This is an optimization exercise on Yosys and OpenROAD, whose aim is small area, a short achievable clock period and few clock cycles per item, not a production implementation.
Power figures rest on the tool's default switching activity, not on a simulated workload.

Setup of v11:
==> flow/design.v <==
`timescale 1ns/10ps
`default_nettype none
module add_unit (
  input  logic               clk,
  input  logic               rst_n,
  input  logic               step_b,
  input  logic [2:0]         wr_dest,
  input  logic [32-1:0] rd_data,
  output logic [32-1:0] sum,
  output logic               cdb_valid,
  output logic [2:0]         cdb_dest,
  output logic [32-1:0] cdb_data
);
  logic [32-1:0] acc_q;
  prefix_add #(.W(32)) adder_inst (
    .a   (step_b ? acc_q : '0),
    .b   (rd_data),
    .sum (sum)
  );
  always_ff @(posedge clk) begin
    acc_q    <= sum;
    cdb_dest <= wr_dest;
  end
  always_ff @(posedge clk) begin
    if (!rst_n) cdb_valid <= 1'b0;
    else cdb_valid <= step_b;
  end
  assign cdb_data = acc_q;
endmodule
module prefix_add #(
  parameter int W = 32
) (
  input  logic [W-1:0] a,
  input  logic [W-1:0] b,
  output logic [W-1:0] sum
);
  localparam int L = $clog2(W);
  logic [W-1:0] g [L+1];
  logic [W-1:0] p [L+1];
  always_comb begin
    g[0] = a & b;
    p[0] = a ^ b;
    for (int l = 0; l < L; l++) begin
      for (int i = 0; i < W; i++) begin
        if ((i >> l) & 1) begin
          g[l+1][i] = g[l][i] | (p[l][i] & g[l][((i >> l) << l) - 1]);
          p[l+1][i] = p[l][i] & p[l][((i >> l) << l) - 1];
        end else begin
          g[l+1][i] = g[l][i];
          p[l+1][i] = p[l][i];
        end
      end
    end
    sum[0] = p[0][0];
    for (int i = 1; i < W; i++) sum[i] = p[0][i] ^ g[L][i-1];
  end
endmodule
`default_nettype wire
`timescale 1ns/10ps
`default_nettype none
module reg_file (
  input  logic                 clk,
  input  logic                 rst_n,
  input  logic                 wr_en,
  input  logic [2:0]           wr_dest,
  input  logic [32-1:0]   wr_data,
  input  logic [8-2:0] rd_sel_d,
  output logic [32-1:0]   rd_data,
  input  logic [2:0]           dbg_sel,
  output logic [32-1:0]   dbg_data
);
  logic [32-1:0]   regs [1:8-1];
  logic [8-2:0] fresh;
  logic [8-2:0] fresh_d;
  logic [8-2:0] wr_oh;
  logic [8-2:0] rd_sel;
  logic                 rd_fresh;
  logic [8-2:0] dbg_oh;
  always_comb begin
    for (int i = 1; i < 8; i++) wr_oh[i-1] = wr_en && (wr_dest == 3'(i));
    fresh_d = rst_n ? (fresh & ~wr_oh) : '1;
  end
  always_ff @(posedge clk) begin
    fresh    <= fresh_d;
    rd_sel   <= rd_sel_d & ~fresh_d;
    rd_fresh <= |(rd_sel_d & fresh_d);
  end
  always_comb begin
    rd_data = 32'(1) & {32{rd_fresh}};
    for (int i = 1; i < 8; i++) rd_data |= rd_sel[i-1] ? regs[i] : '0;
  end
  always_comb begin
    for (int i = 1; i < 8; i++) dbg_oh[i-1] = (dbg_sel == 3'(i));
    dbg_data = 32'(1) & {32{|(dbg_oh & fresh)}};
    for (int i = 1; i < 8; i++) dbg_data |= (dbg_oh[i-1] && !fresh[i-1]) ? regs[i] : '0;
  end
  always_ff @(posedge clk) begin
    for (int i = 1; i < 8; i++) begin
      if (wr_oh[i-1]) regs[i] <= wr_data;
    end
  end
endmodule
`default_nettype wire
`timescale 1ns/10ps
`default_nettype none
module issue_ctrl (
  input  logic                 clk,
  input  logic                 rst_n,
  input  logic                 instr_req,
  input  logic [11:0]          instr,
  output logic                 instr_ack,
  output logic [8-2:0] rd_sel_d,
  output logic                 step_a,
  output logic                 step_b,
  output logic [2:0]           wr_dest
);
  localparam logic [2:0] OP_ADDF = 3'b011;
  logic       req_q;
  logic       new_req;
  logic [2:0] b_q;
  logic [8-2:0] a_oh;
  logic [8-2:0] b_oh;
  always_comb begin
    for (int i = 1; i < 8; i++) begin
      a_oh[i-1] = (instr[5:3] == 3'(i));
      b_oh[i-1] = (b_q == 3'(i));
    end
  end
  assign instr_ack = instr_req;
  assign new_req   = instr_req && !req_q;
  always_ff @(posedge clk) req_q <= instr_req;
  always_ff @(posedge clk) begin
    if (!rst_n) begin
      step_a <= 1'b0;
      step_b <= 1'b0;
    end else begin
      step_a <= new_req && (instr[11:9] == OP_ADDF);
      step_b <= step_a;
    end
  end
  always_ff @(posedge clk) begin
    if (new_req) begin
      b_q     <= instr[2:0];
      wr_dest <= instr[8:6];
    end
  end
  assign rd_sel_d = new_req ? a_oh : b_oh;
endmodule
`default_nettype wire
`timescale 1ns/10ps
`default_nettype none
module tomasulo_core (
  input  logic               clk,
  input  logic               rst_n,
  input  logic               instr_req,
  input  logic [11:0]        instr,
  output logic               instr_ack,
  output logic               cdb_valid,
  output logic [2:0]         cdb_dest,
  output logic [32-1:0] cdb_data,
  input  logic [2:0]         dbg_sel,
  output logic [32-1:0] dbg_data
);
  logic [8-2:0] rd_sel_d;
  logic [32-1:0] rd_data;
  logic               step_a;
  logic               step_b;
  logic [2:0]         wr_dest;
  logic [32-1:0] sum;
  issue_ctrl issue_ctrl_inst (
    .clk       (clk),
    .rst_n     (rst_n),
    .instr_req (instr_req),
    .instr     (instr),
    .instr_ack (instr_ack),
    .rd_sel_d  (rd_sel_d),
    .step_a    (step_a),
    .step_b    (step_b),
    .wr_dest   (wr_dest)
  );
  reg_file reg_file_inst (
    .clk      (clk),
    .rst_n    (rst_n),
    .wr_en    (step_b),
    .wr_dest  (wr_dest),
    .wr_data  (sum),
    .rd_sel_d (rd_sel_d),
    .rd_data  (rd_data),
    .dbg_sel  (dbg_sel),
    .dbg_data (dbg_data)
  );
  add_unit add_unit_inst (
    .clk       (clk),
    .rst_n     (rst_n),
    .step_b    (step_b),
    .wr_dest   (wr_dest),
    .rd_data   (rd_data),
    .sum       (sum),
    .cdb_valid (cdb_valid),
    .cdb_dest  (cdb_dest),
    .cdb_data  (cdb_data)
  );
endmodule
`default_nettype wire
==> flow/config.mk <==
export PLATFORM = sky130hd
export DESIGN_NAME = tomasulo_core
export DESIGN_NICKNAME = tomasulo_core
export VERILOG_FILES = /design/flow/design.v
export SDC_FILE = /design/flow/constraint.sdc
export NUM_CORES = 4
export LEC_CHECK = 0
export CAP_MARGIN = 20
export CORE_MARGIN = 2
export CORE_UTILIZATION = 60
export SETUP_SLACK_MARGIN = 1.8
export SLEW_MARGIN = 20
==> flow/constraint.sdc <==
create_clock -name core_clock -period 5.0 [get_ports {clk}]
set_input_delay 1.0000 -clock core_clock [delete_from_list [all_inputs] [get_ports {clk}]]
set_output_delay 1.0000 -clock core_clock [all_outputs]
set_load 0.01 [all_outputs]
standard.sh (not shown) runs the stock make flow with config.mk's settings and CLKGATE_MAP_FILE= SYNTH_SCRIPT=/design/flow/synth_recipe.tcl, a recipe that flattens the netlist after the stock synthesis.
==> flow/flow/run.sh <==
#!/bin/bash
# The standard layout with two changes: plain buffers (buf_1) on the ports
# in place of the delay cells that buffer_ports picks by default, and a clock
# tree built from larger sink clusters without dummy balancing loads.
# Each tool's output is kept in standard_flow.log here and in ORFS's own logs
# under orfs/logs.
set -euo pipefail
export BUFFER_PORTS_ARGS="-buffer_cell sky130_fd_sc_hd__buf_1"
export CTS_ARGS="-sink_clustering_enable -repair_clock_nets -dont_use_dummy_load -sink_clustering_size 30 -sink_clustering_max_diameter 150"
bash standard.sh > standard_flow.log 2>&1
Inputs modified between v11 and v52:
Settings: swapping 1.8 for 1.5 in SETUP_SLACK_MARGIN.
v52 vs. v11: shortest clock period the worst path allows after layout went down by 0.048 ns.
Maximum vdd ir drop, v11 and v52, higher one = v52.
v52 has completed all stages; timing, DRC and antenna checks passed.
Per the comparison of v52 with v11, routed length per placed instance lower; biggest cell delay along the critical path has decreased; placed standard-cell area was more or less identical.
reg_file_inst.regs[4][22]$_DFFE_PP_ as the end point of the critical path was reported by v52, and reg_file_inst.regs[3][28]$_DFFE_PP_ by v11.
v52 vs. v11: final wirelength went down by about 14%.
v52 vs. v11: met3 layer wire length in the routed design went down by about 28%.
## Diff of input files: v58 against v52
==> flow/run.sh (new file) <==
#!/bin/bash
# synth_recipe.tcl (not shown) runs the flow's synth.tcl, then flattens the netlist and writes it again
# the make line also repeats each setting of config.mk as NAME=value (left out here)
make -C /OpenROAD-flow-scripts/flow DESIGN_CONFIG=/design/flow/config.mk WORK_HOME=/design/flow/orfs CLKGATE_MAP_FILE= SYNTH_SCRIPT=/design/flow/synth_recipe.tcl finish
removed: flow/flow/run.sh
removed: flow/standard.sh
On v58: relative contribution of the clock network to total power is 15 points higher than what v52 gave. Min worst setup slack for register-to-register paths across v52 and v58: v58. On buffer count excluding the clock tree in the final layout: between v52 and v58, it ends up higher for v58. Between v52 and v58, the flow reports number of global-route vias before repair increasing by a few percent. There was hardly any difference in flip-flop and latch area between v58 and v52. Number of cells traversed by the worst hold path (lower): v58. Diff v52..v58 | average cell area after synthesis | unchanged.
The following lists how v55 was set up differently from v58:
==> flow/flow/run.sh (new file) <==
#!/bin/bash
# The standard layout, with plain buffers (buf_1) on the ports in place of
# the delay cells that buffer_ports picks by default. Each tool's output is
# kept in standard_flow.log here and in ORFS's own logs under orfs/logs.
set -euo pipefail
export BUFFER_PORTS_ARGS="-buffer_cell sky130_fd_sc_hd__buf_1"
bash standard.sh > standard_flow.log 2>&1
==> flow/standard.sh (new file) <==
#!/bin/bash
# synth_recipe.tcl (not shown) runs the flow's synth.tcl, then flattens the netlist and writes it again
# the make line also repeats each setting of config.mk as NAME=value (left out here)
make -C /OpenROAD-flow-scripts/flow DESIGN_CONFIG=/design/flow/config.mk WORK_HOME=/design/flow/orfs CLKGATE_MAP_FILE= SYNTH_SCRIPT=/design/flow/synth_recipe.tcl "${@:-finish}"
removed: flow/run.sh
[summary]
v58 -> v55: placer's final routability congestion estimate increased by a few percent
v55 gives less final standard cell utilization of the core than v58 did.
Changes observed in v55 relative to v58: total power shows no meaningful change, detailed-route wire length decreased by about 5% relative to the old numbers.
Compared with v58, in v55 first-pass GRT wire length -3.6%, combinational cell fraction of total power now sits lower, number of standard cells in the layout, taps in and fillers out shrank by 17.
Function was not checked in any run of this note: the RTL went through the layout flow alone.

[re-timing with driven ports]
The results above use ideal ports. As a check the final layouts listed here were re-extracted and re-timed, cells and wires unchanged. Step 1: set_driving_cell puts a clkbuf_16 on clk and a buf_2 on each other input, an assumption about the parent block. Step 2 moves the port delays by t, midway between the first and last clock arrival at a register: inputs arrive t later, outputs are due t later. That takes back most of the time a late clock gives input paths. Three values: ideal, step 1, step 2; two values: the first two.
run	t (ns)	slack for setup (ns)	worst data-port slew with drivers (ns)
v11	0.524	1.409 / 1.409 / 1.409	0.06
v52	0.516	1.457 / 1.457 / 1.457	0.03
v58	0.582	1.442 / 1.442 / 1.442	0.03
v55	0.579	1.385 / 1.385 / 1.385	0.03
After both steps every run listed still meets setup and hold.
